Source: an optimization exercise on an open RTL-to-GDS flow (aim: small area, a short achievable clock period and few clock cycles per item). Production flows keep margins and buffers that such runs may drop.
Function was checked by simulation only, so behaviour that the tests miss may differ from the original.

File: config.mk
export PLATFORM = sky130hd
export DESIGN_NAME = peTop
export DESIGN_NICKNAME = peTop
export VERILOG_FILES = /design/flow/design.v
export SDC_FILE = /design/flow/constraint.sdc
export NUM_CORES = 4
export LEC_CHECK = 0
export CAP_MARGIN = 20
export CORE_MARGIN = 2
export CORE_UTILIZATION = 40
export SLEW_MARGIN = 20
File: constraint.sdc
create_clock -name core_clock -period 9.0 [get_ports {clk}]
set_input_delay 1.8000 -clock core_clock [delete_from_list [all_inputs] [get_ports {clk}]]
set_output_delay 1.8000 -clock core_clock [all_outputs]
set_load 0.01 [all_outputs]
File: design.v
`timescale 1ns/1ps
`default_nettype none
module weightStore (
	input wire clk,
	input wire rstN,
	input wire load,
	input wire advance,
	input wire [16-1:0] loadData,
	output logic [16-1:0] weight
);
	localparam int IdxW = $clog2(16);
	logic [16-1:0] mem [16];
	logic [IdxW-1:0] wrPtr;
	logic [IdxW-1:0] rdPtr;
	logic [IdxW-1:0] wrNext;
	logic [IdxW-1:0] rdNext;
	logic full;
	logic doLoad;
	assign doLoad = load && !full;
	assign wrNext = (wrPtr == IdxW'(16 - 1)) ? '0 : wrPtr + 1'b1;
	assign rdNext = (rdPtr == IdxW'(16 - 1)) ? '0 : rdPtr + 1'b1;
	assign weight = mem[rdPtr];
	always_ff @(posedge clk)
	begin
		if (doLoad)
			mem[wrPtr] <= loadData;
	end
	always_ff @(posedge clk or negedge rstN)
	begin
		if (!rstN)
		begin
			wrPtr <= '0;
			rdPtr <= '0;
			full <= 1'b0;
		end
		else
		begin
			if (doLoad)
				wrPtr <= wrNext;
			if (advance)
			begin
				rdPtr <= rdNext;
				full <= 1'b0;
			end
			else if (doLoad && (wrNext == rdPtr))
				full <= 1'b1;
		end
	end
endmodule
`default_nettype wire
`timescale 1ns/1ps
`default_nettype none
module sampleFifo #(
	parameter int DEPTH = 8
) (
	input wire clk,
	input wire rstN,
	input wire push,
	input wire [16-1:0] pushData,
	input wire pop,
	input wire flush,
	output logic pushReady,
	output logic [16-1:0] popData,
	output logic popValid
);
	localparam int PtrW = (DEPTH > 1) ? $clog2(DEPTH) : 1;
	logic [16-1:0] mem [DEPTH];
	logic [PtrW-1:0] wrPtr;
	logic [PtrW-1:0] rdPtr;
	logic [PtrW-1:0] wrNext;
	logic [PtrW-1:0] rdNext;
	logic full;
	logic empty;
	logic pushOk;
	logic popOk;
	assign pushOk = push && (flush || !full);
	assign popOk = pop && !empty;
	assign wrNext = (wrPtr == PtrW'(DEPTH - 1)) ? '0 : wrPtr + 1'b1;
	assign rdNext = (rdPtr == PtrW'(DEPTH - 1)) ? '0 : rdPtr + 1'b1;
	assign pushReady = !full;
	assign popValid = !empty;
	assign popData = mem[rdPtr];
	always_ff @(posedge clk)
	begin
		if (pushOk)
			mem[wrPtr] <= pushData;
	end
	always_ff @(posedge clk or negedge rstN)
	begin
		if (!rstN)
		begin
			wrPtr <= '0;
			rdPtr <= '0;
			full <= 1'b0;
			empty <= 1'b1;
		end
		else if (flush)
		begin
			rdPtr <= wrPtr;
			full <= 1'b0;
			empty <= !pushOk;
			if (pushOk)
				wrPtr <= wrNext;
		end
		else
		begin
			if (pushOk)
				wrPtr <= wrNext;
			if (popOk)
				rdPtr <= rdNext;
			if (pushOk && !popOk)
			begin
				full <= (wrNext == rdPtr);
				empty <= 1'b0;
			end
			else if (popOk && !pushOk)
			begin
				empty <= (rdNext == wrPtr);
				full <= 1'b0;
			end
		end
	end
endmodule
`default_nettype wire
`timescale 1ns/1ps
`default_nettype none
module macUnit (
	input wire clk,
	input wire rstN,
	input wire start,
	input wire clear,
	input wire signed [16-1:0] opA,
	input wire signed [16-1:0] opB,
	output logic done,
	output logic signed [32-1:0] acc
);
	logic signed [32-1:0] prod;
	logic prodValid;
	always_ff @(posedge clk)
	begin
		if (start)
			prod <= 32'(opA) * 32'(opB);
	end
	always_ff @(posedge clk or negedge rstN)
	begin
		if (!rstN)
		begin
			prodValid <= 1'b0;
			done <= 1'b0;
			acc <= '0;
		end
		else
		begin
			prodValid <= start;
			done <= prodValid;
			if (clear)
				acc <= '0;
			else if (prodValid)
				acc <= acc + prod;
		end
	end
endmodule
`default_nettype wire
`timescale 1ns/1ps
`default_nettype none
module sigmoidUnit (
	input wire clk,
	input wire rstN,
	input wire start,
	input wire signed [32-1:0] x,
	output logic done,
	output logic signed [16-1:0] y
);
	localparam int Iter = 16;
	localparam logic signed [32-1:0] SatHi = (32'(1) <<< (16 - 1)) - 32'(1);
	localparam logic signed [32-1:0] SatLo = -(32'(1) <<< (16 - 1));
	logic signed [32-1:0] shifted;
	logic signed [16-1:0] xSat;
	logic [16-1:0] mag;
	logic [16-1:0] divisor;
	logic [16-1:0] rem;
	logic [16-1:0] dvd;
	logic [16-1:0] quoNext;
	logic [16:0] shiftRem;
	logic [$clog2(Iter)-1:0] cnt;
	logic qBit;
	logic busy;
	logic neg;
	logic lastStep;
	always_comb
	begin
		shifted = x >>> 8;
		if (shifted > SatHi)
			xSat = SatHi[16-1:0];
		else if (shifted < SatLo)
			xSat = SatLo[16-1:0];
		else
			xSat = shifted[16-1:0];
		mag = xSat[16-1] ? -xSat : xSat;
	end
	assign shiftRem = {rem, dvd[16-1]};
	assign qBit = (shiftRem >= {1'b0, divisor});
	assign quoNext = {dvd[16-2:0], qBit};
	assign lastStep = (cnt == ($clog2(Iter))'(Iter - 1));
	always_ff @(posedge clk or negedge rstN)
	begin
		if (!rstN)
		begin
			busy <= 1'b0;
			cnt <= '0;
			done <= 1'b0;
		end
		else
		begin
			done <= busy && lastStep;
			if (start)
			begin
				busy <= 1'b1;
				cnt <= '0;
			end
			else if (busy)
			begin
				cnt <= cnt + 1'b1;
				if (lastStep)
					busy <= 1'b0;
			end
		end
	end
	always_ff @(posedge clk)
	begin
		if (start)
		begin
			neg <= xSat[16-1];
			divisor <= mag + 16'(1 << 8);
			rem <= mag >> (16 - 8);
			dvd <= mag << 8;
		end
		else if (busy)
		begin
			rem <= qBit ? 16'(shiftRem - {1'b0, divisor}) : shiftRem[16-1:0];
			dvd <= quoNext;
			if (lastStep)
				y <= neg ? -quoNext : quoNext;
		end
	end
endmodule
`default_nettype wire
`timescale 1ns/1ps
`default_nettype none
module peSequencer (
	input wire clk,
	input wire rstN,
	input wire cmdValid,
	input wire [2:0] cmdOp,
	input wire [16-1:0] cmdData,
	output logic cmdReady,
	output logic macStart,
	output logic macClear,
	output logic [16-1:0] macOpA,
	output logic [16-1:0] macOpB,
	input wire macDone,
	input wire [32-1:0] macAcc,
	output logic actStart,
	output logic [32-1:0] actX,
	input wire actDone,
	input wire [16-1:0] actY,
	output logic wgtLoad,
	output logic wgtAdvance,
	output logic [16-1:0] wgtLoadData,
	input wire [16-1:0] wgtWeight,
	output logic inPush,
	output logic [16-1:0] inPushData,
	output logic inPop,
	output logic inFlush,
	input wire [16-1:0] inPopData,
	input wire inPopValid,
	output logic outPush,
	output logic [16-1:0] outPushData,
	input wire outPushReady
);
	localparam logic [2:0] MA = 3'd0;
	localparam logic [2:0] MAB = 3'd1;
	localparam logic [2:0] BIAS = 3'd2;
	localparam logic [2:0] ACT = 3'd3;
	localparam logic [2:0] ACTCLR = 3'd4;
	localparam logic [2:0] LOAD = 3'd5;
	localparam logic [1:0] READY = 2'd0;
	localparam logic [1:0] MACWAIT = 2'd1;
	localparam logic [1:0] ACTWAIT = 2'd2;
	localparam logic [1:0] PUSH = 2'd3;
	logic [1:0] state;
	logic [1:0] stateNext;
	logic [16-1:0] bufHead;
	logic accept;
	logic macOp;
	logic actOp;
	logic pushDone;
	logic isClr;
	assign cmdReady = (state == READY);
	assign accept = cmdValid && cmdReady;
	assign macOp = accept && ((cmdOp == MA) || (cmdOp == MAB) || (cmdOp == BIAS));
	assign actOp = accept && ((cmdOp == ACT) || (cmdOp == ACTCLR));
	assign pushDone = (state == PUSH) && outPushReady;
	assign bufHead = inPopValid ? inPopData : '0;
	assign macStart = macOp;
	assign macOpA = (cmdOp == MAB) ? bufHead : cmdData;
	assign macOpB = wgtWeight;
	assign macClear = pushDone;
	assign wgtLoad = accept && (cmdOp == LOAD);
	assign wgtLoadData = cmdData;
	assign wgtAdvance = macOp;
	assign inPop = accept && (cmdOp == MAB) && inPopValid;
	assign inFlush = pushDone && isClr;
	assign inPush = (accept && ((cmdOp == MA) || (cmdOp == MAB))) || inFlush;
	assign inPushData = (state == PUSH) ? actY : cmdData;
	assign actStart = actOp;
	assign actX = macAcc;
	assign outPush = (state == PUSH);
	assign outPushData = actY;
	always_comb
	begin
		stateNext = state;
		case (state)
			READY:
				if (macOp)
					stateNext = MACWAIT;
				else if (actOp)
					stateNext = ACTWAIT;
			MACWAIT:
				if (macDone)
					stateNext = READY;
			ACTWAIT:
				if (actDone)
					stateNext = PUSH;
			PUSH:
				if (outPushReady)
					stateNext = READY;
			default:
				stateNext = READY;
		endcase
	end
	always_ff @(posedge clk or negedge rstN)
	begin
		if (!rstN)
		begin
			state <= READY;
			isClr <= 1'b0;
		end
		else
		begin
			state <= stateNext;
			if (actOp)
				isClr <= (cmdOp == ACTCLR);
		end
	end
endmodule
`default_nettype wire
`timescale 1ns/1ps
`default_nettype none
module peTop (
	input wire clk,
	input wire rstN,
	input wire cmdValid,
	input wire [2:0] cmdOp,
	input wire [16-1:0] cmdData,
	output logic cmdReady,
	output logic outValid,
	output logic [16-1:0] outData,
	input wire outReady
);
	logic macStart;
	logic macClear;
	logic macDone;
	logic [16-1:0] macOpA;
	logic [16-1:0] macOpB;
	logic [32-1:0] macAcc;
	logic actStart;
	logic actDone;
	logic [32-1:0] actX;
	logic [16-1:0] actY;
	logic wgtLoad;
	logic wgtAdvance;
	logic [16-1:0] wgtLoadData;
	logic [16-1:0] wgtWeight;
	logic inPush;
	logic inPop;
	logic inFlush;
	logic inPopValid;
	logic inPushReady;
	logic [16-1:0] inPushData;
	logic [16-1:0] inPopData;
	logic outPush;
	logic outPushReady;
	logic [16-1:0] outPushData;
	peSequencer seq (
		.clk(clk),
		.rstN(rstN),
		.cmdValid(cmdValid),
		.cmdOp(cmdOp),
		.cmdData(cmdData),
		.cmdReady(cmdReady),
		.macStart(macStart),
		.macClear(macClear),
		.macOpA(macOpA),
		.macOpB(macOpB),
		.macDone(macDone),
		.macAcc(macAcc),
		.actStart(actStart),
		.actX(actX),
		.actDone(actDone),
		.actY(actY),
		.wgtLoad(wgtLoad),
		.wgtAdvance(wgtAdvance),
		.wgtLoadData(wgtLoadData),
		.wgtWeight(wgtWeight),
		.inPush(inPush),
		.inPushData(inPushData),
		.inPop(inPop),
		.inFlush(inFlush),
		.inPopData(inPopData),
		.inPopValid(inPopValid),
		.outPush(outPush),
		.outPushData(outPushData),
		.outPushReady(outPushReady)
	);
	macUnit macU (
		.clk(clk), .rstN(rstN),
		.start(macStart), .clear(macClear),
		.opA(macOpA), .opB(macOpB),
		.done(macDone), .acc(macAcc)
	);
	sigmoidUnit sigU (
		.clk(clk), .rstN(rstN),
		.start(actStart), .x(actX),
		.done(actDone), .y(actY)
	);
	weightStore wgtS (
		.clk(clk), .rstN(rstN),
		.load(wgtLoad), .advance(wgtAdvance),
		.loadData(wgtLoadData), .weight(wgtWeight)
	);
	sampleFifo #(.DEPTH(8)) inBuf (
		.clk(clk), .rstN(rstN),
		.push(inPush), .pushData(inPushData),
		.pop(inPop), .flush(inFlush),
		.pushReady(inPushReady), .popData(inPopData), .popValid(inPopValid)
	);
	sampleFifo #(.DEPTH(4)) outBuf (
		.clk(clk), .rstN(rstN),
		.push(outPush), .pushData(outPushData),
		.pop(outReady), .flush(1'b0),
		.pushReady(outPushReady), .popData(outData), .popValid(outValid)
	);
endmodule
`default_nettype wire
File: run.sh
#!/bin/bash
# synth_recipe.tcl (not shown) runs the flow's synth.tcl, then flattens the netlist and writes it again
# the make line also repeats each setting of config.mk as NAME=value (left out here)
make -C /OpenROAD-flow-scripts/flow DESIGN_CONFIG=/design/flow/config.mk WORK_HOME=/design/flow/orfs CLKGATE_MAP_FILE= SYNTH_SCRIPT=/design/flow/synth_recipe.tcl finish
==> results.txt <==
==> repair_timing <==
action,CTS,global route
gates resized for setup,0,3
setup endpoints to repair,0,2
hold buffers,0,0
setup buffers,0,0
==> critical path: stages <==
cell	delay (ps)
clkdlybuf4s50_1	420
nor2_1	130
nand2_1	210
or2_2	380
buf_4	150
nor2_1	130
a21oi_2	100
or2_2	360
fa_1	570
inv_1	100
fa_1	470
fa_1	510
fa_1	520
fa_1	550
inv_1	60
fa_1	530
inv_1	40
ha_1	320
and3_1	220
nand3_1	80
o21ai_0	470
a311oi_1	230
o31ai_1	270
a21oi_1	110
xnor2_1	140
==> cells in the final DEF, fill, tap and decap left out, types with 20 or more instances in the layout <==
master           netlist  final
or2_2                 21     21
clkbuf_16              0     68
a21oi_1              109    107
mux4_2               118    118
mux2i_1               58     58
nor2_1               258    258
mux2_2                34     34
ha_1                 148    148
dfrtp_1               64     61
a21o_1                39     39
nand2b_1              52     52
o21a_1                20     20
clkdlybuf4s50_1        0     39
o21ai_0               86     85
xnor2_1               80     80
inv_1                366    366
nand3_1               33     33
buf_4                  1    165
nor3_1                42     32
nand2_1              168    168
edfxtp_1             529    529
nor2b_1               42     42
fa_1                 265    265
==> registers in the layout, summed over array words and instances, names as in the netlist, 2 cells and up <==
register      count
inBuf.mem       128
sigU.rem         16
inBuf.rdPtr       3
wgtS.mem        256
sigU.dvd         16
outBuf.mem       64
sigU.divisor     16
wgtS.wrPtr        4
macU.acc         32
sigU.y           16
seq.state         2
inBuf.wrPtr       3
sigU.cnt          4
macU.prod        32
outBuf.wrPtr      2
wgtS.rdPtr        4
outBuf.rdPtr      2
==> routing by layer <==
layer,routed length [um],vias up
met4,2360,0
met5,0,-
met1,37700,11878
li1,-,10399
met2,43200,657
met3,5200,141
==> cells by family (layout without fill, tap and decap cells) <==
kind of cell	count (synthesis)	after routing
AND/OR/NAND/NOR	697	697
other	0	2
AO/OA/AOI/OAI	372	372
multiplexers	210	210
flip-flops	611	611
buffers and inverters	475	692
XOR/XNOR	99	99
adder cells (fa/ha/maj)	413	413
==> path summary, 6_finish.rpt <==
path,endpoint,slack [ps]
max reg2reg,macU.prod[31],830
min,sigU.rem[15],480
max,macU.prod[31],470
min in group asynchronous,outBuf.rdPtr[0],1330
min reg2reg,sigU.rem[15],480
max in group asynchronous,wgtS.rdPtr[0],6940
==> through the flow <==
stage	utilization (%)	worst slack, ps
after floorplan	-	374
after global placement	43.4	-139
after detailed placement	43.4	-269
after CTS	45.7	312
after global routing	45.8	55.0
final	45.8	475
==> layout make-up <==
class / count / share of cell area [%]
Sequential cell: 611 / 42.7
Multi-Input combinational cell: 1791 / 41.3
Clock buffer: 91 / 4.39
Timing Repair Buffer: 207 / 4.03
Tap cell: 1186 / 3.54
Inverter: 367 / 3.29
Clock inverter: 27 / 0.756
Antenna cell: 2 / 0.0120
==> metrics.md <==
| Metric | Value |
|---|---|
| Worst Max-Slew Pin Slew | `roughly 1100 ps` |
| Synth Area in Compound Gates | `approximately 6.3%` |
| Met1 Use GR | `between 20% and 30%` |
| Initial antenna violation count | `3` |
| Port bufs | `40` |
| Routed Antenna Nets | `0` |
| CTS Sinks | `a little over 600` |
| Global-route wire length before repair | `roughly 140 mm` |
| Critical R2R Launch | `inBuf.rdPtr[0]` |
| Boundary pin count | `41` |
| Total wire length | `slightly below 90 mm` |
| Clock-pin slew on the worst setup and hold paths | `~60 ps` |
| Worst R2R Path Depth | `25` |
| Adder-Cell Fraction of Synth Area | `roughly a fifth` |
| Vias | `about 23000` |
| Post-synthesis cell count | `approximately 2900` |
| Initial core utilization | `roughly two fifths` |
| Root buffer cell | `clkbuf_16` |
| CP Launch Type | `primary input` |
| Post-synthesis simple-gate area fraction | `between 8 and 9%` |
| Fin. Hold Viols | `0` |
| EDFF count, synth | `between 500 and 600` |
| Pin count of the biggest net entering global routing | `between 60 and 70` |
| Max Freq | `0.117 GHz` |
| Cell taking the most area after synthesis | `edfxtp_1` |
| Register area | `between 15000 and 20000 um^2` |
| Final Non-Filler Cells | `approximately 4300` |
| Synth top area cells | `edfxtp_1 (43%), fa_1 (14%), mux4_2 (7.2%)` |
| Clk latency of the worst-skew pair | `about 620 ps` |
| Ys flop type | `edfxtp_1` |
| Hold slack | `475 ps` |
| Top cell type's share of synthesized area | `a little over two fifths` |
| Final worst-path cycle share | `94.7%` |
| Synth Area in XOR/XNOR | `2.35%` |
| Main combinational cell family by area after synthesis | `adder cells` |
| Syn Area/Cell | `around 13 um^2` |
| Busiest grt layer | `met2` |
| Ys async rst share | `between 10 and 15%` |
| H-tree depth | `3` |
| Worst EP required | `between 9000 and 10000 ps` |
| Slew margin rel. | `between 20% and 30%` |
| FILL cells | `8120` |
| Status | `no timing/DRC/antenna violations` |
| Core area | `just over 90000 um^2` |
| Worst Hold Class | `reg -> reg` |
| GRT Residual Overflow | `0` |
| Crit path arrival time | `about 8900 ps` |
| Horiz. Die Dim | `approximately 310 um` |
| Most numerous cell in the Yosys netlist | `edfxtp_1` |
| Endpoints failing setup | `0` |
| DRT iter0 DRCs | `1863` |
| Placed Cells | `approximately 4200` |
| Post-route DRC | `0` |
| Synth top cells by count | `edfxtp_1 (529), inv_1 (366), fa_1 (265)` |
| CP max FO | `8` |
| Max cap viols | `0` |
| Proportion of synthesized area in mux cells | `~9.8%` |
| Distinct cells, synth | `between 70 and 80` |
| Hold Startpoint | `sigU.rem[15]` |
| Worst Setup SP | `cmdOp[2]` |
| #FFs+latches synth | `between 600 and 700` |
| Final TNS setup | `0 ps` |
| Total CTS buffers | `66` |
| Final instance area | `41900 um^2` |
| Post-Place Cell Area | `~40000 um^2` |
| Final Max Slew Viols | `0` |
| Final net count | `between 3000 and 4000` |
| RD Place Congestion | `0.871` |
| Minimum clock period | `8530 ps` |
| Worst hold stages | `2` |
| Vias in the first global route | `24486` |
| Row cnt | `around 110` |
| GR Util met3 | `approximately 2.9%` |
| Initial DRT Pass Iterations | `6` |
| DR WL/cell | `20.6 um` |
| Sequential area share after synthesis | `between 40% and 50%` |
| Syn_nets | `between 3000 and 4000` |
| Area grow syn2layout | `13.5%` |
| Total die area | `around 95000 um^2` |
| CTS Buffer Depth | `3` |
| Die Ht | `approximately 310 um` |
| Drt via density | `~5.4` |
| Mapped cell area | `around 37000 um^2` |
| CTS tree | `done` |
| RSZ-0062 raised after global routing | `no` |
| M2 GR Usage | `around 32%` |
| Post-detail-place hpwl | `between 60 and 70 mm` |
| Area of the multi-input gates | `17300 um^2` |
| Synth Warn # | `6` |
| GRT Util Overall | `about a fifth` |
| Worst setup EP type | `flip-flop` |
| Skew final | `between 20 and 25 ps` |
| Crit Path Class | `in -> reg` |
| Layout cell share with drive strength beyond 1 | `15.1%` |
Testbench counts, summed over its fixed seeds: cycles 21,512, results 384.

-- separate check: timing with driven ports --
The flow's constraints put no driver on any port. The routed layout listed below was extracted and timed again, unchanged, in two steps. Step 1: set_driving_cell puts a clkbuf_16 on clk and a buf_2 on each other input, an assumption about the parent block. Step 2 adds t to the input delays and takes it off the output delays; t is the mean of the earliest and latest rising clock arrival at the registers after step 1. Input paths then give back, and output paths get back, about the clock's delay inside the block. Slacks: ideal ports / drivers / drivers and shift; pairs: ideal ports / drivers.
t (ns): 0.672
setup slack, ns: 0.475 / 0.513 / -0.159
clock arrival spread, ns: 0.027 / 0.026
worst slew at a driven data input, ns: 0.04
cell pins on the clock port's net: 1
With both steps, setup timing fails in this run, where it was met with ideal ports. The setup slack of this run moves by +0.038 ns with the drivers and by -0.634 ns with both steps.
